This is an optimization exercise on Yosys and OpenROAD, whose aim is small area, a short achievable clock period and few clock cycles, not a production implementation.
RTL that was checked went through simulation tests only; none was proved equivalent to the original.
No functional check of the RTL was part of runs 5 to 8.
Power is estimated from default activity; no workload was simulated.

==> flow/design.v <==
package routing_pkg;
    localparam int WORD_W     = 32;
    localparam int WORD_BYTES = WORD_W / 8;
    localparam int HEADER_WORDS = 4;
    localparam int ENTRY_WORDS  = 6;
    localparam int HEADER_BYTES = HEADER_WORDS * WORD_BYTES;
    localparam int ENTRY_BYTES  = ENTRY_WORDS * WORD_BYTES;
    localparam logic [WORD_W-1:0] HOST_MAGIC   = 32'h484F5354;
    localparam logic [WORD_W-1:0] SWITCH_MAGIC = 32'h53574348;
    localparam int HOST_ENTRY_W = 144;
    localparam int PATH_ENTRY_W = 145;
endpackage
`timescale 1ns/100ps
import routing_pkg::*;
module routing_table_reader
#(
    parameter int ADDR_W      = 16,
    parameter int HOST_IDX_W  = 6,
    parameter int SWITCH_ID_W = 4
) (
    input  logic                    clk,
    input  logic                    rst_n,
    output logic [ADDR_W-1:0]       mem_addr,
    input  logic [WORD_W-1:0]       mem_data,
    input  logic                    load_req,
    output logic                    load_ack,
    output logic                    tables_valid,
    output logic                    parse_error,
    input  logic                    host_req,
    input  logic [HOST_IDX_W-1:0]   host_index,
    output logic                    host_ack,
    output logic                    host_found,
    output logic [HOST_ENTRY_W-1:0] host_entry,
    input  logic                    path_req,
    input  logic [SWITCH_ID_W-1:0]  src_switch,
    input  logic [SWITCH_ID_W-1:0]  dst_switch,
    output logic                    path_ack,
    output logic [PATH_ENTRY_W-1:0] path_entry
);
    localparam int HW = ADDR_W - 3;
    localparam logic [3:0] S_IDLE = 4'd0,
                           S_PA   = 4'd1,
                           S_RD   = 4'd2,
                           S_ACK  = 4'd3,
                           S_L1   = 4'd4,
                           S_L2   = 4'd5,
                           S_L3   = 4'd6,
                           S_L4   = 4'd7,
                           S_L5   = 4'd8,
                           S_L6   = 4'd9,
                           S_L7   = 4'd10,
                           S_L8   = 4'd11;
    logic [3:0]    state;
    logic          sel_host;
    logic [2:0]    ph;
    logic [HW-1:0] ahi;
    logic          a0;
    logic [3:0]    s_nx;        
    logic          b_one0, b_two0, b_neg0, b_one1, b_two1, b_s3;
    logic          hc_big;      
    logic [5:0]    hc_lo;       
    logic [HW-1:0] pbase;       
    logic [HW-1:0] kmul;        
    logic          slot0;
    logic [31:0]   slot_a, slot_b, slot_c;
    logic [15:0]   slot_d;
    logic          found;
    logic [7:0]    host_base;
    logic [HW-1:0] row_off;
    logic [HW-1:0] mac;
    logic          ahi_mac;
    logic [HW-1:0] ahi_oth;
    logic [HW-1:0] m_pp0, m_q1, m_pp1, m_pp2, m_s1, m_c1, m_s2, m_c2;
    assign found     = hc_big || (host_index < hc_lo);
    assign host_base = 8'(host_index) * 8'd3 + ((state == S_IDLE) ? 8'd4 : 8'd2);
    assign row_off   = pbase + HW'(dst_switch) * HW'(3);
    assign m_pp0 = (({HW{b_one0}} & kmul) | ({HW{b_two0}} & (kmul << 1))) ^ {HW{b_neg0}};
    assign m_q1  = (({HW{b_one1}} & kmul) | ({HW{b_two1}} & (kmul << 1))) ^ {HW{b_s3}};
    assign m_pp1 = {m_q1[HW-3:0], b_neg0, !b_neg0};
    assign m_pp2 = ({HW{b_s3}} & (kmul << 4)) | {{(HW-3){1'b0}}, b_s3, 2'b00};
    assign m_s1  = ahi ^ m_pp0 ^ m_pp1;
    assign m_c1  = ((ahi & m_pp0) | (ahi & m_pp1) | (m_pp0 & m_pp1)) << 1;
    assign m_s2  = m_s1 ^ m_c1 ^ m_pp2;
    assign m_c2  = ((m_s1 & m_c1) | (m_s1 & m_pp2) | (m_c1 & m_pp2)) << 1;
    assign mac   = m_s2 + m_c2;
    assign mem_addr = {ahi, a0, 2'b00};
    always_comb begin
        case (state)
            S_IDLE:       s_nx = src_switch;
            S_L2, S_L6:   s_nx = 4'd3;
            default:      s_nx = 4'd0;
        endcase
    end
    always_ff @(posedge clk) begin
        b_one0 <= s_nx[0];
        b_two0 <= s_nx[1] && !s_nx[0];
        b_neg0 <= s_nx[1];
        b_one1 <= s_nx[2] ^ s_nx[1];
        b_two1 <= (s_nx[2] == s_nx[1]) && (s_nx[3] != s_nx[2]);
        b_s3   <= s_nx[3];
    end
    always_comb begin
        ahi_mac = 1'b0;
        ahi_oth = ahi;
        case (state)
            S_IDLE: begin
                if (load_req)      ahi_oth = '0;
                else if (host_req) ahi_oth = HW'(host_base);
                else if (path_req) ahi_oth = row_off;
            end
            S_PA, S_L3, S_L4, S_L7: ahi_mac = 1'b1;
            S_RD: begin
                ahi_mac = sel_host ? (ph == 3'd3) : (ph == 3'd1 || ph == 3'd3);
                if (sel_host && ph == 3'd1) ahi_oth = HW'(host_base);
            end
            S_ACK:  if (!(load_ack && load_req) && !(host_ack && host_req)
                        && !(path_ack && path_req)) ahi_oth = '0;
            S_L2:   ahi_oth = HW'(1);
            S_L6:   ahi_oth = HW'(2);
            S_L8:   ahi_oth = '0;
            default: ;
        endcase
    end
    always_ff @(posedge clk or negedge rst_n) begin
        if (!rst_n) ahi <= '0;
        else        ahi <= ahi_mac ? mac : ahi_oth;
    end
    always_ff @(posedge clk or negedge rst_n) begin
        if (!rst_n) begin
            state        <= S_IDLE;
            a0           <= 1'b0;
            load_ack     <= 1'b0;
            tables_valid <= 1'b0;
            parse_error  <= 1'b0;
            host_ack     <= 1'b0;
            path_ack     <= 1'b0;
        end else begin
            case (state)
                S_IDLE: begin
                    if (load_req) begin
                        a0    <= 1'b1;
                        state <= S_L1;
                    end else if (host_req) begin
                        sel_host   <= 1'b1;
                        host_found <= found;
                        if (found) begin
                            ph    <= 3'd1;
                            state <= S_RD;
                        end else begin
                            host_ack <= 1'b1;
                            state    <= S_ACK;
                        end
                    end else if (path_req) begin
                        sel_host <= 1'b0;
                        state    <= S_PA;
                    end
                end
                S_PA: begin
                    ph    <= 3'd0;
                    state <= S_RD;
                end
                S_RD: begin
                    if (ph == 3'd5) begin
                        host_ack <= sel_host;
                        path_ack <= !sel_host;
                        state    <= S_ACK;
                    end else begin
                        ph       <= ph + 1'b1;
                        if (!(sel_host ? (ph == 3'd1) : (ph == 3'd3))) a0 <= !a0;
                    end
                end
                S_ACK: begin
                    if (!(load_ack && load_req) && !(host_ack && host_req)
                        && !(path_ack && path_req)) begin
                        load_ack <= 1'b0;
                        host_ack <= 1'b0;
                        path_ack <= 1'b0;
                        a0       <= 1'b0;
                        state    <= S_IDLE;
                    end
                end
                S_L1: begin
                    if (mem_data != HOST_MAGIC) begin
                        tables_valid <= 1'b0;
                        parse_error  <= 1'b1;
                        load_ack     <= 1'b1;
                        state        <= S_ACK;
                    end else begin
                        state <= S_L2;
                    end
                end
                S_L2: begin
                    state <= S_L3;
                end
                S_L3: begin
                    a0    <= 1'b0;
                    state <= S_L4;
                end
                S_L4: begin
                    state <= S_L5;
                end
                S_L5: begin
                    tables_valid <= (mem_data == SWITCH_MAGIC);
                    parse_error  <= (mem_data != SWITCH_MAGIC);
                    load_ack     <= 1'b1;
                    state        <= S_L6;
                end
                S_L6: begin
                    if (!load_req) load_ack <= 1'b0;
                    state <= S_L7;
                end
                S_L7: begin
                    if (!load_req) load_ack <= 1'b0;
                    state <= S_L8;
                end
                S_L8: begin
                    if (!load_req) load_ack <= 1'b0;
                    state <= (load_ack && load_req) ? S_ACK : S_IDLE;
                end
                default: state <= S_IDLE;
            endcase
        end
    end
    always_ff @(posedge clk) begin
        if (state == S_L2) begin
            hc_big <= |mem_data[31:6];
            hc_lo  <= mem_data[5:0];
        end
        if (state == S_L5) begin
            pbase <= ahi;
        end
        if (state == S_L2 || state == S_L6) begin
            kmul <= mem_data[HW-1:0];
        end else if (state == S_L8) begin
            kmul <= ahi;
        end
        if (state == S_RD) begin
            if (ph == 3'd1) slot0 <= mem_data[0];
            if (sel_host ? (ph == 3'd3) : (ph == 3'd2)) slot_a <= mem_data;
            if (sel_host ? (ph == 3'd4) : (ph == 3'd3)) slot_b <= mem_data;
            if (sel_host ? (ph == 3'd5) : (ph == 3'd4)) slot_c <= mem_data;
            if (sel_host ? (ph == 3'd2) : (ph == 3'd5)) slot_d <= mem_data[15:0];
        end
    end
    assign host_entry = {slot_a, slot_b, slot_c[15:0], slot_c[31:16],
                         mem_data[7:0], mem_data[15:8], mem_data[23:16], mem_data[31:24],
                         slot_d[7:0], slot_d[15:8]};
    assign path_entry = {slot0, slot_a[15:0], slot_a[31:16], slot_b, slot_c[15:0], slot_c[31:16],
                         mem_data[7:0], mem_data[15:8], mem_data[23:16], mem_data[31:24],
                         slot_d[7:0], slot_d[15:8]};
endmodule
==> flow/flow/run.sh <==
#!/bin/bash
# Standard synthesis, then the standard layout with plain buffers on the ports
# and a clock tree without dummy loads.
set -euo pipefail
bash standard.sh synth > synth.log 2>&1
export BUFFER_PORTS_ARGS="-buffer_cell sky130_fd_sc_hd__buf_1"
export CTS_ARGS="-sink_clustering_enable -repair_clock_nets -dont_use_dummy_load -sink_clustering_size 30 -sink_clustering_max_diameter 100"
bash standard.sh finish > layout.log 2>&1
==> flow/standard.sh <==
#!/bin/bash
# synth_recipe.tcl (not shown) runs the flow's synth.tcl, then flattens the netlist and writes it again
# the make line also repeats each setting of config.mk as NAME=value (left out here)
make -C /OpenROAD-flow-scripts/flow DESIGN_CONFIG=/design/flow/config.mk WORK_HOME=/design/flow/orfs CLKGATE_MAP_FILE= SYNTH_SCRIPT=/design/flow/synth_recipe.tcl "${@:-finish}"
==> flow/config.mk <==
export PLATFORM = sky130hd
export DESIGN_NAME = routing_table_reader
export DESIGN_NICKNAME = routing_table_reader
export VERILOG_FILES = /design/flow/design.v
export SDC_FILE = /design/flow/constraint.sdc
export NUM_CORES = 4
export LEC_CHECK = 0
export CAP_MARGIN = 20
export CORE_MARGIN = 2
export CORE_UTILIZATION = 30
export SETUP_SLACK_MARGIN = 4.4
export SLEW_MARGIN = 20
==> flow/constraint.sdc <==
create_clock -name core_clock -period 8.0 [get_ports {clk}]
set_input_delay 1.6000 -clock core_clock [delete_from_list [all_inputs] [get_ports {clk}]]
set_output_delay 1.6000 -clock core_clock [all_outputs]
set_load 0.01 [all_outputs]
==> results.cfg, run 1 <==
[outcome]
status = no timing/DRC/antenna violations

[timing]
period_needed_ps = 3590
clock_skew_ps = 23.8
fin_hold_ws_ps = 480
setup_tns_ps = 0
maxSlewViolCount = 0
relSlewSlack_pct = 28.3
layout_setup_ws_ps = 4410
max_freq_mhz = 279
rsz0062_at_grt = true
finalSetupViolations = 0
finalHoldViolations = 0
tightest_slew_ps = 1080
fin_crit_sh_pct = 44.8

[synth]
synth.area.top_cells = edfxtp_1, buf_4, dfrtp_1
synth_top_flop_cell = edfxtp_1
ys_ff_latch = 180
synth.most_common_cell = buf_4
synth_top_area_share_pct = 43.7
synth_edf_count = 151
ys_top_cells_by_count = buf_4, edfxtp_1, nand2_1
yosysUniqueCellTypes = 62
syn_inst = 901
ys_seq_area_share_pct = 50.4
yosys_warnings = 1
avgSynthCellArea_um2 = 11.5
netlist_area_um2 = 10400
synth_area_leader_cell = edfxtp_1
ys_async_sr_fraction_pct = 12.8

[grt]
grt_pass1_wl_um = 44100
antenna_found_initial = 4
top_usage_layer = met2
grt_max_degree = 33
met3_usage_pct = 3.58
first_global_vias = 6817
grt_use_met2_pct = 28.0
grt-ovfl-total = 0
grt_util_met1_pct = 22.0
grt_usage_pct = 16.8

[die]
start_util_pct = 30.2
die_area_um2 = 36100
chipHeight_um = 190
core_um2 = 34300
io_pins = 362
die_w_um = 190
rows = 68

[cts]
hold_buffers = 0
clk_pin_slew_ps = 60
root_buffer = clkbuf_16
clk_latency_ps = 420
cts_tree = built
htreeDepth = 4
cts.sinks = 180
clk_path_buf_depth = 2
numCtsBuffers = 17

[setup_path]
crit_start = mem_data[27]
cp_max_fo = 7
r2r-start = b_s3
crit_buf_inv = 2
max_stage_delay_ps = 210
critical_path.endpoint = path_entry[19]
rr_worst_depth = 12
worst-path-stages = 2
rrSetupSlack_ps = 4560
cpMaxStageDelayCell = buf_2
crit_chain = buf_2, buf_1
worst_r2r_endpoint = ahi[10]
end_kind = output port
startpoint_type = input pin
crit_family = buffers and inverters
worst-setup-path-type = input pin to output port
cp.required_ps = 6400
cp.arrival_ps = 1990

[final_layout]
multi_input_comb_area_um2 = 3620
final_nets = 1213
seqCellArea_um2 = 5240
stdcell_count = 1549
syn2layout_area_growth_pct = 12.5
final_core_util_pct = 34.0
fillers = 3443
drive_above_1_share_pct = 10.3

[drt]
ant_nets = 0
drtPass1Iterations = 5
drc_errors = 0
routed_wl_um = 31100
vias = 7347
viasPerCell = 4.74
wl_per_cell_um = 20.1
drt_iter0_markers = 410

[pwr]
ir_worst_vdd_v = 0.000228
leakagePower_uw = 0.00430
power.density_nw_per_um2 = 428

[place]
dp_hpwl_um = 23700
io_buffers = 359
post-place-ws_ps = 3930
gp_congestion = 0.954
place_inst = 1520

[min_path]
hold_path_class = flop to flop
min_from = tables_valid

[job]
cap_violations = 0
## cells by family after synthesis
group                    after synthesis  synth area share [%]
buffers and inverters                262                  16.1
AND/OR/NAND/NOR                      182                  8.59
flip-flops                           180                  50.4
AO/OA/AOI/OAI                        158                  10.4
adder cells (fa/ha/maj)               67                  10.0
XOR/XNOR                              44                  3.72
multiplexers                           7                 0.712
other                                  1                0.0362
## through the flow
| step | power [uW] | cell area (um2) |
|---|---|---|
| floorplan | 3520 | 10400 |
| global placement | 4150 | 10900 |
| global route | 5440 | 11700 |
| CTS | 4910 | 11500 |
| finish | 5000 | 11700 |
| detailed placement | 4160 | 10900 |
## how the worst min path moves through the flow
stage                         to  slack [ps]  depth (start not counted)
global placement    tables_valid         460                          1
finish              tables_valid         480                          1
CTS                 tables_valid         480                          1
detailed placement  tables_valid         470                          1
floorplan               state[2]         470                          2
global route        tables_valid         500                          1
## placed cells by master (no fill, tap or decap), drive strengths merged, types with 8 or more instances in the layout
cell,n
clkbuf,21
xnor2,29
xor2,15
a21oi,35
nor3,11
a22oi,26
nand2,78
nand3,8
dfrtp,23
a21o,11
buf,374
o21ai,30
nor4,9
a211oi,9
inv,58
nand2b,9
edfxtp,151
fa,27
nor2,32
ha,40
## registers in the layout, indices dropped and copies added (netlist names), 3 cells and up
register / count
slot_a: 32
slot_b: 32
slot_c: 32
slot_d: 16
ahi: 13
kmul: 13
pbase: 13
hc_lo: 6
state: 4
ph: 3
## power breakdown
group	internal [uW]	switching, uW
Clock	370	319
Sequential	1230	252
Combinational	1170	1660
## layer usage
| layer | part of all wire [%] | vias to the layer above |
|---|---|---|
| met1 | 43 | 3642 |
| li1 | - | 3369 |
| met3 | 6.2 | 20 |
| met5 | 0.042 | - |
| met2 | 49 | 314 |
| met4 | 1.5 | 2 |
## timing repair
| item | CTS | global route |
|---|---|---|
| gates resized for setup | 53 | 26 |
| pin swaps | 0 | 11 |
| setup endpoints to repair | 66 | 14 |
| gates cloned | 0 | 0 |
| buffers inserted | 4 | 6 |
## layout make-up
cell class / instances / area share [%]
diodes: 1 / 0.0214
clock buffers: 17 / 3.64
inverters: 58 / 1.87
multi-input cells: 460 / 31.0
flip-flops and latches: 180 / 44.9
well taps: 455 / 4.88
repair buffers: 378 / 13.7
Testbench counts, summed over its fixed seeds: cycles 7,945.
==> run 2: changes to the inputs <==
==> flow/flow/run.sh (replaced) <==
#!/bin/bash
# Standard synthesis, then the standard layout with plain buffers on the ports
# and a clock tree without dummy loads.
set -euo pipefail
bash standard.sh synth > synth.log 2>&1
export BUFFER_PORTS_ARGS="-buffer_cell sky130_fd_sc_hd__buf_1"
export CTS_ARGS="-repair_clock_nets -dont_use_dummy_load"
bash standard.sh finish > layout.log 2>&1
==> run 2 against run 1 <==
  * Combinational power hardly changed
  * Via count stayed put
  * Register-to-register slack hardly changed
  * First-iteration DRC count stayed put
==> results.cfg, run 2 <==
[synth]
ys_ff_latch = 180
synth-simple-area-share_pct = 8.59
avgSynthCellArea_um2 = 11.5
yosysUniqueCellTypes = 62
synth_compound_area_share_pct = 10.4
synth_top_family_by_area = buffers and inverters
yosys_warnings = 1
synth_adder_area_share_pct = 10.0
yosys.area_share.xor_xnor_pct = 3.72
ys_seq_area_share_pct = 50.4
synth_top_area_share_pct = 43.7
synth_edf_count = 151
ys_async_sr_fraction_pct = 12.8
syn_inst = 901
netlist_area_um2 = 10400
synth.most_common_cell = buf_4
synth.area.top_cells = edfxtp_1, buf_4, dfrtp_1
ys_top_cells_by_count = buf_4, edfxtp_1, nand2_1
synth_area_leader_cell = edfxtp_1
synthMuxAreaShare_pct = 0.712
synth_top_flop_cell = edfxtp_1

[place]
dp_hpwl_um = 23700
post-place-ws_ps = 3930
io_buffers = 359
place_inst = 1520
gp_congestion = 0.954

[cts]
clk_pin_slew_ps = 60
hold_buffers = 0
cts_tree = built
cts.sinks = 180
htreeDepth = 4
clk_path_buf_depth = 2
root_buffer = clkbuf_16
clk_latency_ps = 420
numCtsBuffers = 17

[job]
cap_violations = 0

[pwr]
ir_worst_vdd_v = 0.000228
total_power_uw = 5000
power.density_nw_per_um2 = 428
leakagePower_uw = 0.00430

[setup_path]
crit_family = buffers and inverters
crit_chain = buf_2, buf_1
cp.arrival_ps = 1990
end_kind = output port
max_stage_delay_ps = 210
worst-setup-path-type = input pin to output port
startpoint_type = input pin
r2r-start = b_s3
crit_start = mem_data[27]
cpMaxStageDelayCell = buf_2
crit_buf_inv = 2
cp_max_fo = 7
cp.required_ps = 6400

[final_layout]
final_core_util_pct = 34.0
syn2layout_area_growth_pct = 12.5
layout_commonest_cell = buf_1
layout_common_cells = buf_1, edfxtp_1, nand2_1, inv_1, ha_1
reg_top3 = slot_a (32), slot_b (32), slot_c (32)
stdcell_count = 1549
drive_above_1_share_pct = 10.3
final_nets = 1213

[drt]
viasPerCell = 4.74
drt_iter0_markers = 410
routed_wl_um = 31100
drc_errors = 0
ant_nets = 0
wl_per_cell_um = 20.1
drtPass1Iterations = 5
vias = 7347

[die]
io_pins = 362
core_um2 = 34300
die_area_um2 = 36100
die_w_um = 190
rows = 68
start_util_pct = 30.2
chipHeight_um = 190

[grt]
antenna_found_initial = 4
grt_usage_pct = 16.8
grt_pass1_wl_um = 44100
grt_max_degree = 33
first_global_vias = 6817
grt-ovfl-total = 0

[timing]
fin_crit_sh_pct = 44.8
rsz0062_at_grt = true
maxSlewViolCount = 0
max_freq_mhz = 279
finalSetupViolations = 0
finalHoldViolations = 0
layout_setup_ws_ps = 4410
tightest_slew_ps = 1080
setup_tns_ps = 0
clock_skew_ps = 23.8
period_needed_ps = 3590
relSlewSlack_pct = 28.3

[outcome]
status = no timing/DRC/antenna violations

[min_path]
hold_path_class = flop to flop
min_from = tables_valid
run 2: cell counts after synthesis:
Identical to the previous run, type by type.
run 2: through the flow:
step | cell area, um2 | hold slack (ps)
after floorplan | 10400 | 473
after global placement | 10900 | 460
after detailed placement | 10900 | 469
after CTS | 11500 | 483
after global routing | 11700 | 495
final | 11700 | 480
run 2: repair_timing:
action | 4_1_cts | 5_1_grt
gates resized for setup | 53 | 26
setup buffers | 4 | 6
pin swaps | 0 | 11
endpoints found under the setup margin | 66 | 14
run 2: cell type report:
class,count,area (um2)
Sequential cell,180,5240
Timing Repair Buffer,378,1600
Multi-Input combinational cell,460,3620
Inverter,58,218
Antenna cell,1,2.50
Clock buffer,17,425
Fill cell,3443,22600
Tap cell,455,569
run 2: cell families after synthesis:
logic type,count (synthesis)
AO/OA/AOI/OAI,158
adder cells (fa/ha/maj),67
flip-flops,180
buffers and inverters,262
AND/OR/NAND/NOR,182
other,1
multiplexers,7
XOR/XNOR,44
run 2: where the power goes:
part / total [uW] / switching (uW) / internal (uW)
clock network: 689 / 319 / 370
registers: 1480 / 252 / 1230
logic: 2830 / 1660 / 1170
run 2: final timing paths:
check	slack (ps)	endpoint	cells past startpoint
min in group asynchronous	1170	ahi[10]	2
min reg2reg	480	tables_valid	1
min	480	tables_valid	1
max in group asynchronous	6550	tables_valid	2
max reg2reg	4560	ahi[10]	12
max	4410	path_entry[19]	2
run 2: per-layer routing:
metal  vias up  wire length [um]  share of wire, %  GRT usage [%]
met4         2               469               1.5           4.89
met5         -                13             0.042              0
met2       314             15300                49           28.0
met3        20              1940               6.2           3.58
met1      3642             13400                43           22.0
li1       3369                 -                 -              -
==> run 3: changes to the inputs <==
--- a/flow/flow/run.sh
+++ b/flow/flow/run.sh
@@ -5,4 +5,4 @@
 bash standard.sh synth > synth.log 2>&1
 export BUFFER_PORTS_ARGS="-buffer_cell sky130_fd_sc_hd__buf_1"
-export CTS_ARGS="-repair_clock_nets -dont_use_dummy_load"
+export CTS_ARGS="-sink_clustering_enable -repair_clock_nets -dont_use_dummy_load -buf_list sky130_fd_sc_hd__clkbuf_8 -root_buf sky130_fd_sc_hd__clkbuf_16"
 bash standard.sh finish > layout.log 2>&1
--- a/flow/config.mk
+++ b/flow/config.mk
@@ -9,4 +9,4 @@
 export CORE_MARGIN = 2
 export CORE_UTILIZATION = 30
-export SETUP_SLACK_MARGIN = 4.4
+export SETUP_SLACK_MARGIN = 4.25
 export SLEW_MARGIN = 20
==> run 3 against run 2 <==
  * Still clean on timing, DRC and antenna
  * Total power decreased by 5.3%
  * Critical path depth did not move
  * Worst hold slack better by 11 ps
  * Sequential power is essentially flat
  * Non-clock buffer count decreased by 8
  * Sequential share of layout area increased by 1.6 points
  * Final cell count decreased by 0.58%
  * Worst setup slack got worse by 130 ps
  * Highest routed layer unchanged
==> results.cfg, run 3 <==
[outcome]
status = no timing/DRC/antenna violations

[cts]
cts.sinks = 180
clk_latency_ps = 400
clk_path_buf_depth = 2
clk_pin_slew_ps = 70
cts_tree = built
root_buffer = clkbuf_16
numCtsBuffers = 17
htreeDepth = 4

[job]
cap_violations = 0

[die]
die_area_um2 = 36100
die_w_um = 190
start_util_pct = 30.2
rows = 68
core_um2 = 34300
io_pins = 362
chipHeight_um = 190

[timing]
setup_tns_ps = 0
max_freq_mhz = 269
tightest_slew_ps = 1030
finalSetupViolations = 0
finalHoldViolations = 0
rsz0062_at_grt = true
maxSlewViolCount = 0
period_needed_ps = 3710
fin_hold_ws_ps = 491
clock_skew_ps = 48.1
relSlewSlack_pct = 31.3
fin_crit_sh_pct = 46.4

[synth]
ys_top_cells_by_count = buf_4, edfxtp_1, nand2_1
synth.area.top_cells = edfxtp_1, buf_4, dfrtp_1
yosysUniqueCellTypes = 62
ys_seq_area_share_pct = 50.4
syn_inst = 901
yosys_warnings = 1
synth.most_common_cell = buf_4
netlist_area_um2 = 10400
avgSynthCellArea_um2 = 11.5
synth_edf_count = 151
ys_ff_latch = 180
synth_top_flop_cell = edfxtp_1
synth_area_leader_cell = edfxtp_1
synth_top_area_share_pct = 43.7
ys_async_sr_fraction_pct = 12.8

[pwr]
combPwrFrac_pct = 58.1
leakagePower_uw = 0.00409
p_switching_uw = 2190
switching_share_pct = 46.2
power.density_nw_per_um2 = 420
power_frac_seq_pct = 31.2
intPower_uw = 2550
pwr-share-clk_pct = 10.6
ir_worst_vdd_v = 0.000223

[drt]
drt_iter0_markers = 543
viasPerCell = 4.76
ant_nets = 0
wl_per_cell_um = 20.0
vias = 7335
routed_wl_um = 30800
drtPass1Iterations = 5
drc_errors = 0

[min_path]
hold_path_class = flop to flop
min_from = tables_valid

[setup_path]
startpoint_type = input pin
worst-setup-path-type = input pin to output port
cp_max_fo = 7
crit_start = mem_data[17]
max_stage_delay_ps = 320
crit_buf_inv = 2
crit_family = buffers and inverters
cp.arrival_ps = 2110
crit_chain = buf_1, buf_1
r2r-start = state[2]
cp.required_ps = 6400
critPathMostFrequentCell = buf_1
cpMaxStageDelayCell = buf_1
end_kind = output port

[final_layout]
reg_top3 = slot_a (32), slot_b (32), slot_c (32)
diodes = 0
layout_common_cells = buf_1, edfxtp_1, nand2_1, inv_1, ha_1
layout_commonest_cell = buf_1
stdcell_count = 1540
post-route-cell-area_um2 = 11300
drive_above_1_share_pct = 7.19
syn2layout_area_growth_pct = 8.65
final_nets = 1205
fillers = 3523

[place]
place_inst = 1519
io_buffers = 359
dp_hpwl_um = 23800
post_dp_cell_area_um2 = 10900
gp_congestion = 0.892

[grt]
grt_max_degree = 33
grt_usage_pct = 16.6
antenna_found_initial = 2
grt_pass1_wl_um = 44200
grt-ovfl-total = 0
first_global_vias = 6868
[run 3: cell types whose count changed in the layout (fill, tap and decap cells not counted), moves of 6 or more]
cell	previous run	this run
clkbuf_16	17	1
clkbuf_8	0	16
buf_4	27	11
buf_2	19	13
buf_1	324	340
[run 3: logic make-up (layout without fill, tap and decap cells)]
family                     Yosys count  count (layout)  synth area share [%]
buffers and inverters              262             445                  16.1
and+or+nand+nor                    182             182                  8.59
DFF                                180             180                  50.4
AOI/OAI and AO/OA                  158             158                  10.4
adders and majority gates           67              67                  10.0
xor gates and xnor gates            44              44                  3.72
muxes                                7               7                 0.712
other                                1               2                0.0362
[run 3: area by class of cell]
cell class | instances | area [um2] | share of cell area (%)
flip-flops and latches | 180 | 5240 | 46.5
multi-input cells | 460 | 3540 | 31.4
repair buffers | 370 | 1450 | 12.9
well taps | 455 | 569 | 5.05
clock buffers | 17 | 245 | 2.18
inverters | 58 | 218 | 1.93
[run 3: power groups by stage]
stage               sequential [uW]  combinational (uW)  clock [uW]
global placement               1490                2660           0
floorplan                      1380                2140           0
CTS                            1480                2720         525
finish                         1480                2750         503
detailed placement             1490                2680           0
global route                   1500                3150         557
[run 3: timing repair]
action                                  4_1_cts  5_1_grt
setup buffers                                 0        4
gates resized for setup                      19       14
pin swaps                                     0        3
endpoints found under the setup margin       30       20
hold buffers                                  0        0
[run 3: metrics by stage]
step	setup WS [ps]	util, %	power, uW
3_5_place_dp	3900	31.9	4170
5_1_grt	4220	32.9	5200
4_1_cts	4250	32.7	4720
6_report	4290	32.9	4730
2_1_floorplan	4280	-	3520
3_3_place_gp	3960	31.9	4150
[run 3: layer usage]
metal	up-vias	track usage (%)	wire length, um
met5	-	0	24
met4	4	4.44	551
met3	26	3.01	1840
met2	318	28.0	15200
met1	3634	21.9	13100
li1	3353	-	-
[run 3: worst paths after layout]
check | to | slack (ps) | cells after the start
max | path_entry[25] | 4290 | 2
min | tables_valid | 490 | 1
max reg2reg | ahi[6] | 4440 | 12
min reg2reg | tables_valid | 490 | 1
max in group asynchronous | ahi[4] | 6500 | 2
min in group asynchronous | path_ack | 1210 | 2
==> run 4: changes to the inputs <==
==> flow/flow/run.sh (replaced) <==
#!/bin/bash
# Standard synthesis, then the standard layout with plain buffers on the ports
# and a clock tree without dummy loads.
set -euo pipefail
bash standard.sh synth > synth.log 2>&1
export BUFFER_PORTS_ARGS="-buffer_cell sky130_fd_sc_hd__buf_1"
export CTS_ARGS="-sink_clustering_enable -repair_clock_nets -dont_use_dummy_load"
bash standard.sh finish > layout.log 2>&1
--- a/flow/config.mk
+++ b/flow/config.mk
@@ -6,7 +6,7 @@
 export NUM_CORES = 4
 export LEC_CHECK = 0
-export CAP_MARGIN = 20
+export CAP_MARGIN = 5
 export CORE_MARGIN = 2
 export CORE_UTILIZATION = 30
-export SETUP_SLACK_MARGIN = 4.25
-export SLEW_MARGIN = 20
+export SETUP_SLACK_MARGIN = 4.4
+export SLEW_MARGIN = 5
==> run 4 against run 3 <==
  * Still clean
  * Critical path depth rose by 9
  * Utilization rose by 1.0 points
  * Total power rose by 5.2%
  * Register-to-register slack improved by 70 ps
  * Clock-buffer cell count did not move
  * Critical endpoint is now ahi[11]
  * Largest cell class unchanged
==> results.cfg, run 4 <==
[setup_path]
startpoint_type = input pin
worst-setup-path-type = input pin to flop
cp.arrival_ps = 3870
cp_max_fo = 3
r2r-start = kmul[3]
end_kind = flop
crit_start = dst_switch[1]
cp.required_ps = 8270

[synth]
synth.most_common_cell = buf_4
ys_ff_latch = 180
netlist_area_um2 = 10400
ys_seq_area_share_pct = 50.4
syn_inst = 901
synth_top_area_share_pct = 43.7
avgSynthCellArea_um2 = 11.5
yosys_warnings = 1
yosysUniqueCellTypes = 62
synth_top_flop_cell = edfxtp_1
synth.area.top_cells = edfxtp_1, buf_4, dfrtp_1
synth_edf_count = 151
synth_area_leader_cell = edfxtp_1
ys_async_sr_fraction_pct = 12.8
ys_top_cells_by_count = buf_4, edfxtp_1, nand2_1

[final_layout]
reg_top3 = slot_a (32), slot_b (32), slot_c (32)
final_core_util_pct = 33.9
syn2layout_area_growth_pct = 12.0
layout_commonest_cell = buf_1
stdcell_count = 1545
layout_common_cells = buf_1, edfxtp_1, nand2_1, inv_1, ha_1
diodes = 0
final_nets = 1210
drive_above_1_share_pct = 10.0

[cts]
clk_latency_ps = 420
htreeDepth = 4
clk_pin_slew_ps = 60
clk_path_buf_depth = 2
root_buffer = clkbuf_16
cts.sinks = 180
numCtsBuffers = 17
cts_tree = built
hold_buffers = 0

[grt]
first_global_vias = 6736
grt_pass1_wl_um = 44000
antenna_found_initial = 3
grt-ovfl-total = 0
grt_max_degree = 33
grt_usage_pct = 16.8

[drt]
viasPerCell = 4.72
vias = 7290
routed_wl_um = 31000
ant_nets = 0
drt_iter0_markers = 523
drtPass1Iterations = 5
wl_per_cell_um = 20.1
drc_errors = 0

[job]
cap_violations = 0

[place]
gp_congestion = 0.954
io_buffers = 359
post-place-ws_ps = 3940
dp_hpwl_um = 23700
place_inst = 1520

[die]
chipHeight_um = 190
die_area_um2 = 36100
io_pins = 362
start_util_pct = 30.2
core_um2 = 34300
die_w_um = 190
rows = 68

[pwr]
combPwrFrac_pct = 56.6
leakagePower_uw = 0.00428
pwr-share-clk_pct = 13.7
ir_worst_vdd_v = 0.000272
p_switching_uw = 2220
switching_share_pct = 44.6
power.density_nw_per_um2 = 429
power_frac_seq_pct = 29.7
intPower_uw = 2760

[timing]
maxSlewViolCount = 0
layout_setup_ws_ps = 4400
setup_tns_ps = 0
finalHoldViolations = 0
tightest_slew_ps = 1170
period_needed_ps = 3600
finalSetupViolations = 0
clock_skew_ps = 25.1
fin_hold_ws_ps = 482
rsz0062_at_grt = true
relSlewSlack_pct = 22.1
fin_crit_sh_pct = 44.9
max_freq_mhz = 278

[outcome]
status = no timing/DRC/antenna violations

[min_path]
min_from = tables_valid
hold_path_class = flop to flop
-- run 4: cell counts after synthesis --
Identical to the previous run, type by type.
-- run 4: layout make-up --
cell class                 instances  area (um2)
sequential                       180        5240
inverter                          58         218
clock buffer                      17         425
tap                              455         569
multi-input combinational        460        3610
fill                            3480       22700
timing repair buffer             375        1550
-- run 4: cell families after synthesis --
logic type | synth area share, %
and+or+nand+nor | 8.59
muxes | 0.712
DFF | 50.4
buffers and inverters | 16.1
other | 0.0362
xor gates and xnor gates | 3.72
adders and majority gates | 10.0
AOI/OAI and AO/OA | 10.4
-- run 4: routing by layer --
layer	up-vias	global-route usage [%]	part of all wire, %
li1	3357	-	-
met1	3589	22.3	43
met2	321	27.6	48
met3	21	3.49	6.5
met4	2	4.80	1.8
met5	-	0	0.042
-- run 4: repair_timing --
action	CTS	global route
buffers inserted	3	5
pin swaps	0	11
gates resized for setup	52	26
endpoints found under the setup margin	66	14
-- run 4: path summary, 6_finish.rpt --
| check | to | slack (ps) | cells after the start |
|---|---|---|---|
| min in group asynchronous | ahi[10] | 1170 | 2 |
| worst min register to register | tables_valid | 480 | 1 |
| worst max register to register | ahi[9] | 4510 | 13 |
| max in group asynchronous | parse_error | 6550 | 2 |
| worst min-delay path | tables_valid | 480 | 1 |
| worst max-delay path | ahi[11] | 4400 | 11 |
-- run 4: power groups by stage --
stage	combinational (uW)	sequential, uW	clock [uW]
final	2820	1480	684
after floorplan	2140	1380	0
after global routing	3180	1500	742
after CTS	2740	1480	706
after detailed placement	2680	1490	0
after global placement	2660	1490	0
-- run 4: worst max-delay path, cell delays in order --
cell and delay (ps):
buf_6 100, fa_1 490, ha_4 190, fa_2 370, a211o_1 330, a21oi_2 160, buf_4 140, nor2_2 40
xor2_1 160, a221oi_2 230, a21oi_1 70
-- run 4: stage by stage --
stage,power [uW],cell area (um2)
6_report,4980,11600
5_1_grt,5430,11600
4_1_cts,4920,11500
3_5_place_dp,4170,10900
3_3_place_gp,4150,10900
2_1_floorplan,3520,10400
==> run 5: changes to the inputs <==
--- a/flow/design.v
+++ b/flow/design.v
@@ -71,4 +71,5 @@
     logic          ahi_mac;
     logic [HW-1:0] ahi_oth;
+    logic          m_cin;
     logic [HW-1:0] m_pp0, m_q1, m_pp1, m_pp2, m_s1, m_c1, m_s2, m_c2;
     assign found     = hc_big || (host_index < hc_lo);
@@ -77,5 +78,6 @@
     assign m_pp0 = (({HW{b_one0}} & kmul) | ({HW{b_two0}} & (kmul << 1))) ^ {HW{b_neg0}};
     assign m_q1  = (({HW{b_one1}} & kmul) | ({HW{b_two1}} & (kmul << 1))) ^ {HW{b_s3}};
-    assign m_pp1 = {m_q1[HW-3:0], b_neg0, !b_neg0};
+    assign m_cin = (state != S_PA);
+    assign m_pp1 = {m_q1[HW-3:0], m_cin && b_neg0, m_cin ^ b_neg0};
     assign m_pp2 = ({HW{b_s3}} & (kmul << 4)) | {{(HW-3){1'b0}}, b_s3, 2'b00};
     assign m_s1  = ahi ^ m_pp0 ^ m_pp1;
@@ -153,5 +155,6 @@
                     end else if (path_req) begin
                         sel_host <= 1'b0;
-                        state    <= S_PA;
+                        ph       <= 3'd0;
+                        state    <= (src_switch == '0) ? S_RD : S_PA;
                     end
                 end
@@ -228,5 +231,5 @@
         end
         if (state == S_L5) begin
-            pbase <= ahi;
+            pbase <= mac;
         end
         if (state == S_L2 || state == S_L6) begin
--- a/flow/config.mk
+++ b/flow/config.mk
@@ -6,7 +6,7 @@
 export NUM_CORES = 4
 export LEC_CHECK = 0
-export CAP_MARGIN = 5
+export CAP_MARGIN = 20
 export CORE_MARGIN = 2
 export CORE_UTILIZATION = 30
 export SETUP_SLACK_MARGIN = 4.4
-export SLEW_MARGIN = 5
+export SLEW_MARGIN = 20
==> run 5 against run 4 <==
  * Clock-buffer cell count stayed put
  * Final cell count up 1.2%
  * Clock skew is 2.8 ps lower
  * Total power rose by 17%
  * Worst setup slack improved by 2.9 ps
  * Sequential share of layout area is 1.6 points lower
  * Area after synthesis grew 0.98%
  * Synthesized cell count decreased by 0.78%
  * Worst hold slack improved by 16 ps
  * Critical path type is now input pin to output port
  * Largest power group unchanged
==> results.cfg, run 5 <==
[die]
start_util_pct = 30.4
chipHeight_um = 191
io_pins = 362
rows = 68
core_um2 = 34500
die_area_um2 = 36400
die_w_um = 191

[grt]
first_global_vias = 7092
antenna_found_initial = 4
grt_max_degree = 33
grt_pass1_wl_um = 48000
grt-ovfl-total = 0
grt_usage_pct = 18.2

[drt]
ant_nets = 0
drt_iter0_markers = 537
drc_errors = 0
drtPass1Iterations = 5
routed_wl_um = 34500
viasPerCell = 4.84
wl_per_cell_um = 22.0
vias = 7569

[final_layout]
layout_commonest_cell = buf_1
layout_common_cells = buf_1, edfxtp_1, inv_1, buf_4, nand2_1
multi_input_comb_area_um2 = 3770
seqCellArea_um2 = 5250
stdcell_count = 1563
final_core_util_pct = 35.0
fillers = 3434
drive_above_1_share_pct = 16.1
reg_top3 = slot_a (32), slot_b (32), slot_c (32)
syn2layout_area_growth_pct = 15.1
final_nets = 1229

[synth]
synth_top_flop_cell = edfxtp_1
yosysUniqueCellTypes = 71
synth_edf_count = 151
yosys_warnings = 1
syn_inst = 894
synth.area.top_cells = edfxtp_1, buf_4, fa_1
ys_async_sr_fraction_pct = 12.8
avgSynthCellArea_um2 = 11.7
synth.most_common_cell = buf_4
ys_top_cells_by_count = buf_4, edfxtp_1, inv_1
synth_top_area_share_pct = 43.3
synth_area_leader_cell = edfxtp_1
netlist_area_um2 = 10500
ys_seq_area_share_pct = 49.9
ys_ff_latch = 180

[cts]
clk_path_buf_depth = 2
root_buffer = clkbuf_16
numCtsBuffers = 17
clk_latency_ps = 430
cts_tree = built
htreeDepth = 4
cts.sinks = 180
hold_buffers = 0
clk_pin_slew_ps = 50

[timing]
finalSetupViolations = 0
max_freq_mhz = 278
rsz0062_at_grt = true
maxSlewViolCount = 0
tightest_slew_ps = 801
clock_skew_ps = 22.2
relSlewSlack_pct = 46.6
fin_hold_ws_ps = 498
fin_crit_sh_pct = 44.9
period_needed_ps = 3590
finalHoldViolations = 0
setup_tns_ps = 0

[place]
gp_congestion = 0.889
io_buffers = 359
place_inst = 1512
dp_hpwl_um = 26300

[setup_path]
cp.required_ps = 6400
crit_family = buffers and inverters
end_kind = output port
worst-setup-path-type = input pin to output port
crit_buf_inv = 2
max_stage_delay_ps = 210
cp_max_fo = 9
cpMaxStageDelayCell = buf_1
startpoint_type = input pin
cp.arrival_ps = 1990
crit_chain = buf_4, buf_1

[pwr]
power.density_nw_per_um2 = 484
pwr-share-clk_pct = 11.8
p_switching_uw = 2590
combPwrFrac_pct = 61.3
power_frac_seq_pct = 26.9
intPower_uw = 3240
ir_worst_vdd_v = 0.000301
switching_share_pct = 44.5
leakagePower_uw = 0.00439

[min_path]
hold_path_class = flop to flop

[outcome]
status = no timing/DRC/antenna violations

[job]
cap_violations = 0
## run 5: changes by cell type after synthesis, moves of 4 or more
| cell | change |
|---|---|
| nand2_1 | -39 |
| o21ai_1 | +16 |
| o21ai_0 | -12 |
| inv_1 | +11 |
| mux2_2 | +7 |
| a211oi_1 | -6 |
| nor2b_1 | +6 |
| nand3_1 | +5 |
| xor2_1 | -5 |
| a21oi_1 | -4 |
| xnor2_1 | +4 |
## run 5: layout make-up
cell class / count / share of cell area [%]
Multi-Input combinational cell: 440 / 31.3
Clock buffer: 17 / 3.53
Inverter: 69 / 2.17
Antenna cell: 2 / 0.0415
Sequential cell: 180 / 43.6
Timing Repair Buffer: 400 / 14.6
Tap cell: 455 / 4.72
## run 5: logic make-up after synthesis
logic type,after synthesis,synth area share (%)
buf+inv,275,16.4
compound gates,154,10.4
fa+ha+maj,70,10.4
flops,180,49.9
other cells,1,0.0358
mux,12,1.27
xor+xnor,43,3.60
simple gates,159,7.91
## run 5: power by group through the flow
stage	clock (uW)	combinational [uW]	sequential, uW
2_1_floorplan	0	2340	1490
3_3_place_gp	0	3020	1580
3_5_place_dp	0	3060	1590
4_1_cts	702	3190	1560
5_1_grt	740	3960	1590
6_report	686	3580	1570
## run 5: worst reg2reg max path: cells and delay by family, from the launching register on
| family | cells | cell delay [ps] |
|---|---|---|
| and+or+nand+nor | 4 | 580 |
| buffers and inverters | 5 | 330 |
| xor gates and xnor gates | 1 | 180 |
| AOI/OAI and AO/OA | 3 | 520 |
| DFF | 1 | 520 |
| adders and majority gates | 5 | 1390 |
## run 5: path summary, 6_finish.rpt
| kind | end | from | cells after the start | slack, ps |
|---|---|---|---|---|
| setup / recovery | path_entry[46] | mem_data[6] | 2 | 4410 |
| hold / removal | tables_valid | tables_valid | 1 | 500 |
| setup reg to reg | ahi[10] | state[1] | 18 | 4410 |
| min in group asynchronous | ahi[6] | rst_n | 2 | 1180 |
| max in group asynchronous | state[1] | rst_n | 2 | 6500 |
| hold reg to reg | tables_valid | tables_valid | 1 | 500 |
## run 5: timing repair
item                                   CTS  global route
endpoints found under the hold margin    0             0
cloned                                   1             1
setup buffers                           12            17
setup endpoints to repair               74            26
pin swaps                                6            24
resized for setup                       71            52
## run 5: stage by stage
step / setup slack, ps / instance area [um2] / power (uW)
detailed placement: 3870 / 11000 / 4640
CTS: 4350 / 11700 / 5450
global route: 4270 / 12100 / 6280
finish: 4410 / 12100 / 5830
global placement: 3940 / 11000 / 4610
floorplan: 4340 / 10500 / 3830
## run 5: metal layers
layer | wire, um | global-route usage, %
met1 | 13600 | 22.4
met2 | 17400 | 31.1
met3 | 2890 | 5.17
met4 | 603 | 5.34
met5 | 23 | 0
==> run 6: changes to the inputs <==
--- a/flow/design.v
+++ b/flow/design.v
@@ -78,5 +78,4 @@
     assign m_pp0 = (({HW{b_one0}} & kmul) | ({HW{b_two0}} & (kmul << 1))) ^ {HW{b_neg0}};
     assign m_q1  = (({HW{b_one1}} & kmul) | ({HW{b_two1}} & (kmul << 1))) ^ {HW{b_s3}};
-    assign m_cin = (state != S_PA);
     assign m_pp1 = {m_q1[HW-3:0], m_cin && b_neg0, m_cin ^ b_neg0};
     assign m_pp2 = ({HW{b_s3}} & (kmul << 4)) | {{(HW-3){1'b0}}, b_s3, 2'b00};
@@ -101,4 +100,5 @@
         b_two1 <= (s_nx[2] == s_nx[1]) && (s_nx[3] != s_nx[2]);
         b_s3   <= s_nx[3];
+        m_cin  <= !(state == S_IDLE && !load_req && !host_req && path_req);
     end
     always_comb begin
==> run 6 against run 5 <==
  * Synthesized cell count is 2.0% higher
  * Non-clock buffer count is 13 lower
  * Clock power is 1% higher
  * Critical path depth stayed put
  * Sequential share of layout area is 0.25 points higher
  * Worst hold slack better by 1.9 ps
  * Die area is 0.58% higher
  * Final area is 0.20% lower
==> results.cfg, run 6 <==
[outcome]
status = no timing/DRC/antenna violations

[final_layout]
layout_common_cells = buf_1, edfxtp_1, inv_1, nand2_1
layout_commonest_cell = buf_1
syn2layout_area_growth_pct = 14.2
reg_top3 = slot_a (32), slot_b (32), slot_c (32)
drive_above_1_share_pct = 14.7
final_nets = 1234

[setup_path]
rr_worst_depth = 12
crit_chain = buf_4, buf_1
end_kind = output port
startpoint_type = input pin
max_stage_delay_ps = 200
cpMaxStageDelayCell = buf_4
rrSetupSlack_ps = 4430
worst_r2r_endpoint = pbase[8]
cp_max_fo = 10
cp.arrival_ps = 1990
r2r-start = kmul[1]
worst-setup-path-type = input pin to output port
cp.required_ps = 6400
crit_family = buffers and inverters
crit_buf_inv = 2

[die]
die_w_um = 191
rows = 68
chipHeight_um = 191
start_util_pct = 30.5
die_area_um2 = 36600
core_um2 = 34500
io_pins = 362

[timing]
relSlewSlack_pct = 29.4
layout_setup_ws_ps = 4410
max_freq_mhz = 278
setup_tns_ps = 0
finalSetupViolations = 0
rsz0062_at_grt = true
tightest_slew_ps = 1060
fin_crit_sh_pct = 44.9
period_needed_ps = 3590
maxSlewViolCount = 0
clock_skew_ps = 28.2
finalHoldViolations = 0

[cts]
htreeDepth = 4
cts.sinks = 181
clk_path_buf_depth = 2
numCtsBuffers = 17
root_buffer = clkbuf_16
clk_pin_slew_ps = 50
cts_tree = built
clk_latency_ps = 440
hold_buffers = 0

[synth]
synth_area_leader_cell = edfxtp_1
netlist_area_um2 = 10500
ys_ff_latch = 181
avgSynthCellArea_um2 = 11.6
synth_top_area_share_pct = 43.0
synth.most_common_cell = buf_4
syn_inst = 912
yosys_warnings = 1
yosysUniqueCellTypes = 67
ys_top_cells_by_count = buf_4, edfxtp_1, inv_1
synth_top_flop_cell = edfxtp_1
ys_async_sr_fraction_pct = 12.7
ys_seq_area_share_pct = 49.8
synth.area.top_cells = edfxtp_1, buf_4, fa_1
synth_edf_count = 151

[grt]
grt_pass1_wl_um = 47300
antenna_found_initial = 6
grt-ovfl-total = 0
grt_usage_pct = 17.9
first_global_vias = 7042
grt_max_degree = 33

[min_path]
min_to = parse_error
min_from = parse_error
hold_path_class = flop to flop
holdPathStages = 2

[drt]
routed_wl_um = 34100
drc_errors = 0
vias = 7571
drt_iter0_markers = 462
ant_nets = 0
viasPerCell = 4.82
wl_per_cell_um = 21.7
drtPass1Iterations = 5

[pwr]
leakagePower_uw = 0.00436
power.density_nw_per_um2 = 472
ir_worst_vdd_v = 0.000367
total_power_uw = 5680

[place]
post-place-ws_ps = 3780
io_buffers = 359
gp_congestion = 0.936
dp_hpwl_um = 26200

[job]
cap_violations = 0
-- run 6: cell types whose count changed after synthesis, moves of 4 or more --
cell,previous run,this run
a221oi_1,1,6
a21oi_1,31,24
o21ai_1,18,1
nand2_1,39,43
and2_1,6,2
nor2_1,30,40
clkbuf_1,21,16
o21a_1,6,10
nor3_1,10,17
o21ai_0,16,43
-- run 6: how the worst max path moves through the flow --
stage / end / startpoint / cells past startpoint / slack, ps
finish: host_entry[42] / mem_data[2] / 2 / 4410
floorplan: ahi[11] / dst_switch[0] / 9 / 4370
detailed placement: ahi[11] / host_req / 6 / 3780
global placement: ahi[11] / host_req / 6 / 3920
global route: pbase[8] / kmul[4] / 12 / 4300
CTS: ahi[11] / kmul[4] / 14 / 4400
-- run 6: cell families after synthesis --
group / count (synthesis) / share of synthesized area [%]
buffers and inverters: 275 / 16.6
DFF: 181 / 49.8
and+or+nand+nor: 165 / 7.89
AOI/OAI and AO/OA: 160 / 9.95
adders and majority gates: 70 / 10.4
xor gates and xnor gates: 45 / 3.74
muxes: 15 / 1.57
other: 1 / 0.0356
-- run 6: report_power, final --
part / switching [uW] / leakage, uW / total [uW] / internal, uW
Sequential: 240 / 0.00171 / 1580 / 1340
Clock: 324 / 0.000210 / 694 / 370
Combinational: 1920 / 0.00244 / 3400 / 1480
-- run 6: per-layer routing --
layer / track usage (%) / up-vias / part of all wire [%]
met5: 0 / - / 0.079
met3: 4.59 / 30 / 7.6
met1: 23.1 / 3776 / 42
li1: - / 3419 / -
met4: 4.85 / 4 / 2.0
met2: 29.5 / 342 / 48
-- run 6: layout make-up --
class                           instances  area (um2)
Timing Repair Buffer                  387        1700
Multi-Input combinational cell        457        3790
Inverter                               69         260
Tap cell                              455         569
Antenna cell                            4        10.0
Sequential cell                       181        5270
Clock buffer                           17         425
Fill cell                            3470       22500
-- run 6: repair_timing --
item	4_1_cts	5_1_grt
endpoints found under the hold margin	0	0
resized for setup	80	47
setup buffers	10	8
pin swaps	7	19
endpoints found under the setup margin	80	21
-- run 6: stage by stage --
stage,cell area [um2],std cells,hold slack (ps),utilization (%)
4_1_cts,11800,1558,504,34.1
6_report,12000,1570,500,34.8
2_1_floorplan,10600,913,457,-
3_5_place_dp,11100,1531,491,32.2
3_3_place_gp,11100,1530,482,32.1
5_1_grt,12000,1567,529,34.8
==> run 7: changes to the inputs <==
--- a/flow/design.v
+++ b/flow/design.v
@@ -66,4 +66,5 @@
     logic [15:0]   slot_d;
     logic          found;
+    logic          src_zero;
     logic [7:0]    host_base;
     logic [HW-1:0] row_off;
@@ -71,12 +72,12 @@
     logic          ahi_mac;
     logic [HW-1:0] ahi_oth;
-    logic          m_cin;
     logic [HW-1:0] m_pp0, m_q1, m_pp1, m_pp2, m_s1, m_c1, m_s2, m_c2;
     assign found     = hc_big || (host_index < hc_lo);
     assign host_base = 8'(host_index) * 8'd3 + ((state == S_IDLE) ? 8'd4 : 8'd2);
-    assign row_off   = pbase + HW'(dst_switch) * HW'(3);
+    assign src_zero  = (src_switch == '0);
+    assign row_off   = pbase + HW'(dst_switch) * HW'(3) + HW'(src_zero);
     assign m_pp0 = (({HW{b_one0}} & kmul) | ({HW{b_two0}} & (kmul << 1))) ^ {HW{b_neg0}};
     assign m_q1  = (({HW{b_one1}} & kmul) | ({HW{b_two1}} & (kmul << 1))) ^ {HW{b_s3}};
-    assign m_pp1 = {m_q1[HW-3:0], m_cin && b_neg0, m_cin ^ b_neg0};
+    assign m_pp1 = {m_q1[HW-3:0], b_neg0, !b_neg0};
     assign m_pp2 = ({HW{b_s3}} & (kmul << 4)) | {{(HW-3){1'b0}}, b_s3, 2'b00};
     assign m_s1  = ahi ^ m_pp0 ^ m_pp1;
@@ -100,5 +101,4 @@
         b_two1 <= (s_nx[2] == s_nx[1]) && (s_nx[3] != s_nx[2]);
         b_s3   <= s_nx[3];
-        m_cin  <= !(state == S_IDLE && !load_req && !host_req && path_req);
     end
     always_comb begin
@@ -156,5 +156,5 @@
                         sel_host <= 1'b0;
                         ph       <= 3'd0;
-                        state    <= (src_switch == '0) ? S_RD : S_PA;
+                        state    <= src_zero ? S_RD : S_PA;
                     end
                 end
@@ -231,5 +231,5 @@
         end
         if (state == S_L5) begin
-            pbase <= mac;
+            pbase <= ahi;
         end
         if (state == S_L2 || state == S_L6) begin
==> run 7 against run 6 <==
  * Wire length down 2.5%
  * Combinational power decreased by 15%
  * Largest power group unchanged
  * First-iteration DRC count increased by 19%
  * Final area decreased by 2.0%
  * Global-route usage barely moved
  * Highest routed layer unchanged
  * Largest cell class unchanged
  * Clock skew fell by 3.8 ps
  * Worst hold slack got worse by 5.1 ps
  * Worst setup slack lost 120 ps
==> results.cfg, run 7 <==
[synth]
synth_edf_count = 151
synth.most_common_cell = buf_4
ys_async_sr_fraction_pct = 12.8
yosys_warnings = 1
yosysUniqueCellTypes = 66
ys_top_cells_by_count = buf_4, edfxtp_1, inv_1
synth.area.top_cells = edfxtp_1, buf_4, dfrtp_1
synth_area_leader_cell = edfxtp_1
ys_ff_latch = 180
synth_top_flop_cell = edfxtp_1
syn_inst = 885
synth_top_area_share_pct = 43.7
avgSynthCellArea_um2 = 11.7
netlist_area_um2 = 10400
ys_seq_area_share_pct = 50.4

[die]
die_area_um2 = 36100
start_util_pct = 30.3
core_um2 = 34300
die_w_um = 190
io_pins = 362
chipHeight_um = 190
rows = 68

[timing]
fin_crit_sh_pct = 46.4
finalHoldViolations = 0
rsz0062_at_grt = true
maxSlewViolCount = 0
max_freq_mhz = 269
clock_skew_ps = 24.4
setup_tns_ps = 0
period_needed_ps = 3710
relSlewSlack_pct = 28.9
finalSetupViolations = 0
tightest_slew_ps = 1060

[drt]
drt_iter0_markers = 548
wl_per_cell_um = 21.7
routed_wl_um = 33300
drtPass1Iterations = 5
vias = 7419
viasPerCell = 4.83
ant_nets = 0
drc_errors = 0

[setup_path]
cp.arrival_ps = 4010
startpoint_type = input pin
cp.required_ps = 8300
r2r-start = b_neg0
rrSetupSlack_ps = 4310
crit_family = compound AO/OA/AOI/OAI gates
worst_r2r_endpoint = ahi[12]
worst-setup-path-type = input pin to flop
crit_buf_inv = 1
rr_worst_depth = 12
crit_chain = buf_8, nor4_4, ha_1, ha_4, fa_2, a211oi_2, o21bai_1, a21oi_2, nor3_2, xor2_1, a221o_1
cp_max_fo = 5
end_kind = flop
cpMaxStageDelayCell = nor4_4
max_stage_delay_ps = 370

[min_path]
holdPathStages = 1
hold_path_class = flop to flop
min_to = a0
min_from = a0

[cts]
htreeDepth = 4
cts_tree = built
clk_pin_slew_ps = 60
cts.sinks = 180
numCtsBuffers = 17
clk_path_buf_depth = 2
clk_latency_ps = 420
hold_buffers = 0
root_buffer = clkbuf_16

[final_layout]
layout_commonest_cell = buf_1
final_nets = 1203
stdcell_count = 1537
reg_top3 = slot_a (32), slot_b (32), slot_c (32)
drive_above_1_share_pct = 13.4
layout_common_cells = buf_1, edfxtp_1, inv_1, nand2_1
syn2layout_area_growth_pct = 13.5
diodes = 0

[pwr]
ir_worst_vdd_v = 0.000259
p_switching_uw = 2220
total_power_uw = 5070
intPower_uw = 2850
switching_share_pct = 43.8
pwr-share-clk_pct = 13.7
power.density_nw_per_um2 = 431
power_frac_seq_pct = 29.1
combPwrFrac_pct = 57.2
leakagePower_uw = 0.00433

[grt]
grt_max_degree = 33
antenna_found_initial = 2
grt_usage_pct = 17.8
grt_pass1_wl_um = 47300
first_global_vias = 7222
grt-ovfl-total = 0

[place]
gp_congestion = 0.875
place_inst = 1505
io_buffers = 359
dp_hpwl_um = 25600

[outcome]
status = no timing/DRC/antenna violations

[job]
cap_violations = 0
run 7: cell count changes after synthesis, sizes merged, moves of 4 or more:
cell / previous run / this run
nor3: 17 / 12
inv: 68 / 56
nand2: 43 / 39
buf: 188 / 184
xor2: 10 / 18
a21oi: 24 / 40
xnor2: 35 / 29
a221oi: 6 / 2
o21a: 10 / 3
nor2: 40 / 32
or3: 5 / 1
run 7: worst max-delay path by stage:
stage,start,endpoint,slack [ps],cells after the start
2_1_floorplan,src_switch[3],ahi[8],4150,10
3_3_place_gp,mem_data[4],parse_error,3680,6
3_5_place_dp,src_switch[3],ahi[8],3730,11
4_1_cts,src_switch[0],ahi[12],4250,11
5_1_grt,kmul[2],ahi[12],4140,13
6_report,src_switch[1],ahi[12],4290,11
run 7: cells by family (layout without fill, tap and decap cells):
group | after synthesis | in the layout | share of synthesized area, %
other | 1 | 2 | 0.0361
buffers and inverters | 261 | 457 | 16.1
AO/OA/AOI/OAI | 165 | 165 | 10.3
adder cells (fa/ha/maj) | 68 | 68 | 10.2
flip-flops | 180 | 180 | 50.4
AND/OR/NAND/NOR | 148 | 148 | 7.41
multiplexers | 14 | 14 | 1.49
XOR/XNOR | 48 | 48 | 4.18
run 7: layout make-up:
cell class,count,area [um2]
multi-input cells,445,3670
clock buffers,17,425
fillers,3438,22500
flip-flops and latches,180,5250
repair buffers,384,1660
well taps,455,569
inverters,56,210
run 7: what timing repair did:
action                                 4_1_cts  5_1_grt
pin swaps                                    8       11
setup buffers                               10        5
endpoints found under the hold margin        0        0
gates resized for setup                     73       33
setup endpoints to repair                   71       15
run 7: per-stage QoR:
stage | utilization [%] | hold slack (ps) | setup slack [ps] | instance area (um2)
final | 34.4 | 495 | 4290 | 11800
after global routing | 34.4 | 527 | 4140 | 11800
after CTS | 33.9 | 497 | 4250 | 11600
after detailed placement | 32.1 | 489 | 3730 | 11000
after global placement | 32.0 | 481 | 3680 | 11000
after floorplan | - | 446 | 4150 | 10400
run 7: layer usage:
layer	global-route usage (%)	wire length, um	part of all wire (%)	up-vias
met5	0	27	0.081	-
li1	-	-	-	3326
met3	3.30	1730	5.2	23
met2	31.9	17200	52	282
met1	22.5	14000	42	3784
met4	3.49	339	1.0	4
run 7: power groups by stage:
stage,Clock [uW],Combinational [uW],Sequential (uW)
after floorplan,0,2090,1400
after global placement,0,2620,1490
after detailed placement,0,2650,1490
after CTS,705,2730,1480
after global routing,741,3270,1500
final,693,2900,1480
==> run 8: changes to the inputs <==
--- a/flow/design.v
+++ b/flow/design.v
@@ -66,5 +66,4 @@
     logic [15:0]   slot_d;
     logic          found;
-    logic          src_zero;
     logic [7:0]    host_base;
     logic [HW-1:0] row_off;
@@ -72,18 +71,22 @@
     logic          ahi_mac;
     logic [HW-1:0] ahi_oth;
-    logic [HW-1:0] m_pp0, m_q1, m_pp1, m_pp2, m_s1, m_c1, m_s2, m_c2;
+    logic [HW-1:0] m_pp0, m_q1, m_pp1, m_s1, m_c1;
+    logic [5:0]    d3;
+    logic [HW-1:0] rb0, rb1, rb;
+    logic [6:0]    r_lo;
     assign found     = hc_big || (host_index < hc_lo);
     assign host_base = 8'(host_index) * 8'd3 + ((state == S_IDLE) ? 8'd4 : 8'd2);
-    assign src_zero  = (src_switch == '0);
-    assign row_off   = pbase + HW'(dst_switch) * HW'(3) + HW'(src_zero);
+    assign d3      = {1'b0, dst_switch, 1'b0} + {2'b0, dst_switch};
+    assign rb0     = pbase;
+    assign rb1     = pbase + {kmul[HW-5:0], 4'b0100};
+    assign rb      = src_switch[3] ? rb1 : rb0;
+    assign r_lo    = {1'b0, rb[5:0]} + {1'b0, d3};
+    assign row_off = {r_lo[6] ? rb[HW-1:6] + 1'b1 : rb[HW-1:6], r_lo[5:0]};
     assign m_pp0 = (({HW{b_one0}} & kmul) | ({HW{b_two0}} & (kmul << 1))) ^ {HW{b_neg0}};
     assign m_q1  = (({HW{b_one1}} & kmul) | ({HW{b_two1}} & (kmul << 1))) ^ {HW{b_s3}};
     assign m_pp1 = {m_q1[HW-3:0], b_neg0, !b_neg0};
-    assign m_pp2 = ({HW{b_s3}} & (kmul << 4)) | {{(HW-3){1'b0}}, b_s3, 2'b00};
     assign m_s1  = ahi ^ m_pp0 ^ m_pp1;
     assign m_c1  = ((ahi & m_pp0) | (ahi & m_pp1) | (m_pp0 & m_pp1)) << 1;
-    assign m_s2  = m_s1 ^ m_c1 ^ m_pp2;
-    assign m_c2  = ((m_s1 & m_c1) | (m_s1 & m_pp2) | (m_c1 & m_pp2)) << 1;
-    assign mac   = m_s2 + m_c2;
+    assign mac   = m_s1 + m_c1;
     assign mem_addr = {ahi, a0, 2'b00};
     always_comb begin
@@ -155,6 +158,5 @@
                     end else if (path_req) begin
                         sel_host <= 1'b0;
-                        ph       <= 3'd0;
-                        state    <= src_zero ? S_RD : S_PA;
+                        state    <= S_PA;
                     end
                 end
--- a/flow/config.mk
+++ b/flow/config.mk
@@ -9,4 +9,4 @@
 export CORE_MARGIN = 2
 export CORE_UTILIZATION = 30
-export SETUP_SLACK_MARGIN = 4.4
+export SETUP_SLACK_MARGIN = 4.6
 export SLEW_MARGIN = 20
==> run 8 against run 7 <==
  * Worst hold slack better by 17 ps
  * Largest power group unchanged
  * Critical path type unchanged
  * Synthesized cell count grew 6.0%
  * Maximum frequency is 4.3% higher
  * Largest cell class unchanged
  * Utilization is 4.2 points higher
  * Still clean
  * Critical path depth is 2 higher
  * Combinational power down 12%
==> results.cfg, run 8 <==
[outcome]
status = no timing/DRC/antenna violations

[synth]
netlist_area_um2 = 10600
ys_ff_latch = 180
syn_inst = 938
yosysUniqueCellTypes = 71
synth.area.top_cells = edfxtp_1, buf_4, ha_1
synth_area_leader_cell = edfxtp_1
ys_async_sr_fraction_pct = 12.8
avgSynthCellArea_um2 = 11.3
synth_edf_count = 151
ys_top_cells_by_count = buf_4, edfxtp_1, inv_1
synth.most_common_cell = buf_4
synth_top_flop_cell = edfxtp_1
yosys_warnings = 1
ys_seq_area_share_pct = 49.3
synth_top_area_share_pct = 42.7

[die]
io_pins = 362
die_w_um = 192
core_um2 = 34700
start_util_pct = 30.6
die_area_um2 = 36900
chipHeight_um = 192
rows = 68

[final_layout]
final_core_util_pct = 38.5
final_nets = 1308
multi_input_comb_area_um2 = 3950
reg_top3 = slot_a (32), slot_b (32), slot_c (32)
drive_above_1_share_pct = 21.6
seqCellArea_um2 = 5240
fillers = 3364
layout_common_cells = buf_1, edfxtp_1, buf_4, buf_6, inv_1
layout_commonest_cell = buf_1
syn2layout_area_growth_pct = 26.0

[cts]
hold_buffers = 0
htreeDepth = 4
clk_latency_ps = 440
clk_pin_slew_ps = 70
cts.sinks = 180
numCtsBuffers = 17
root_buffer = clkbuf_16
cts_tree = built
clk_path_buf_depth = 2

[setup_path]
worst-setup-path-type = input pin to flop
crit_buf_inv = 4
max_stage_delay_ps = 480
crit_chain = buf_8, buf_12, xor2_4, fa_1, ha_1, a21o_1, a21oi_4, o21ai_4, buf_6, inv_4, a211oi_2, o311ai_1, o21ai_1
end_kind = flop
cp.required_ps = 8310
startpoint_type = input pin
cp.arrival_ps = 3870
cp_max_fo = 3
crit_family = compound AO/OA/AOI/OAI gates
cpMaxStageDelayCell = fa_1

[drt]
routed_wl_um = 33000
viasPerCell = 4.90
vias = 8051
drt_iter0_markers = 595
ant_nets = 0
drtPass1Iterations = 5
wl_per_cell_um = 20.1
drc_errors = 0

[timing]
finalHoldViolations = 0
period_needed_ps = 3560
max_freq_mhz = 281
setup_tns_ps = 0
tightest_slew_ps = 971
clock_skew_ps = 28.1
relSlewSlack_pct = 34.7
fin_hold_ws_ps = 511
fin_crit_sh_pct = 44.5
maxSlewViolCount = 0
rsz0062_at_grt = true
finalSetupViolations = 0

[grt]
grt_max_degree = 33
grt_usage_pct = 17.0
grt_pass1_wl_um = 46300
met3_usage_pct = 4.35
grt-ovfl-total = 0
first_global_vias = 7489
antenna_found_initial = 3
grt_use_met2_pct = 27.1
top_usage_layer = met2
grt_util_met1_pct = 22.9

[place]
dp_hpwl_um = 22300
io_buffers = 359
gp_congestion = 0.861

[pwr]
ir_worst_vdd_v = 0.000245
power.density_nw_per_um2 = 349
leakagePower_uw = 0.00519

[job]
cap_violations = 0

[min_path]
hold_path_class = flop to flop
[run 8: final timing paths]
| check | startpoint | to | slack [ps] | cells after the start |
|---|---|---|---|---|
| worst max-delay path | src_switch[3] | ahi[7] | 4440 | 13 |
| worst min-delay path | ahi[7] | pbase[7] | 510 | 0 |
| worst max register to register | b_two1 | ahi[12] | 4580 | 13 |
| worst min register to register | ahi[7] | pbase[7] | 510 | 0 |
| max in group asynchronous | rst_n | state[0] | 6530 | 2 |
| min in group asynchronous | rst_n | a0 | 1160 | 2 |
[run 8: through the flow]
stage	power [uW]	area (um2)	std cells	setup slack, ps
finish	4670	13400	1644	4440
global route	5050	13400	1643	4310
CTS	4520	13100	1633	4350
detailed placement	3670	11200	1553	3790
global placement	3650	11200	1553	3830
floorplan	3150	10700	939	4120
[run 8: layout make-up]
| type | instances | area share (%) |
|---|---|---|
| Multi-Input combinational cell | 490 | 29.5 |
| Tap cell | 455 | 4.25 |
| Inverter | 63 | 1.79 |
| Antenna cell | 1 | 0.0187 |
| Clock buffer | 17 | 3.18 |
| Timing Repair Buffer | 438 | 22.0 |
| Sequential cell | 180 | 39.2 |
[run 8: what timing repair did]
item / 4_1_cts / 5_1_grt
setup buffers: 62 / 7
setup endpoints to repair: 80 / 80
resized for setup: 295 / 37
cloned: 1 / 2
pin swaps: 11 / 22
[run 8: power breakdown]
| part | switching (uW) | internal (uW) | total, uW |
|---|---|---|---|
| clock network | 331 | 370 | 702 |
| registers | 208 | 1220 | 1420 |
| logic | 1440 | 1100 | 2550 |
[run 8: worst reg2reg max path: cells and delay by family, from the launching register on]
| family | cells | cell delay [ps] |
|---|---|---|
| AND/OR/NAND/NOR | 2 | 510 |
| flip-flops | 1 | 580 |
| AO/OA/AOI/OAI | 6 | 1020 |
| adder cells (fa/ha/maj) | 2 | 850 |
| buffers and inverters | 1 | 40 |
| XOR/XNOR | 2 | 320 |
[run 8: kinds of logic (layout without fill, tap and decap cells)]
kind of cell             after synthesis  count (layout)  share of synthesized area, %
buffers and inverters                271             518                          16.1
flip-flops                           180             180                          49.3
other                                  1               3                        0.0353
adder cells (fa/ha/maj)               67              67                          9.17
AO/OA/AOI/OAI                        179             181                          11.3
multiplexers                          15              15                          1.53
XOR/XNOR                              50              50                          4.26
AND/OR/NAND/NOR                      175             175                          8.31
[run 8: layer usage]
| layer | part of all wire (%) | routed length (um) |
|---|---|---|
| met5 | 0.11 | 35 |
| met4 | 1.4 | 446 |
| met3 | 7.3 | 2400 |
| met2 | 48 | 15700 |
| met1 | 44 | 14400 |

==> static timing again, ports no longer ideal <==
Ports are ideal in the flow. The routed layouts listed here were re-timed in OpenROAD. Step 1 sets driving cells, clkbuf_16 on the clock port and buf_2 on the other inputs (assumed; they add their load-dependent delay and slew). Step 2 times the ports against the registers' clock, not the clock port: input delays grow and output delays shrink by t, the midpoint of the rising clock arrivals with the driver on. a / b / c = ideal ports / drivers / drivers and shift; a / b = the first two.
run	t (ns)	setup slack, ns	hold slack, ns	worst slew at a driven data input, ns
run 1	0.460	4.412 / 4.391 / 3.955	0.480 / 0.480 / 0.480	0.10
run 2	0.460	4.412 / 4.391 / 3.955	0.480 / 0.480 / 0.480	0.10
run 3	0.421	4.287 / 4.257 / 3.940	0.491 / 0.491 / 0.491	0.07
run 4	0.468	4.404 / 4.392 / 3.948	0.482 / 0.482 / 0.482	0.08
run 5	0.468	4.407 / 4.381 / 4.056	0.498 / 0.498 / 0.498	0.09
run 6	0.470	4.405 / 4.377 / 4.029	0.500 / 0.500 / 0.500	0.07
run 7	0.466	4.286 / 4.275 / 3.809	0.495 / 0.495 / 0.495	0.08
run 8	0.471	4.440 / 4.433 / 3.975	0.511 / 0.511 / 0.511	0.08
After both steps every run listed still meets setup and hold. The setup slack of run 7, which loses most, moves by -0.011 ns with the drivers and by -0.477 ns with both steps.
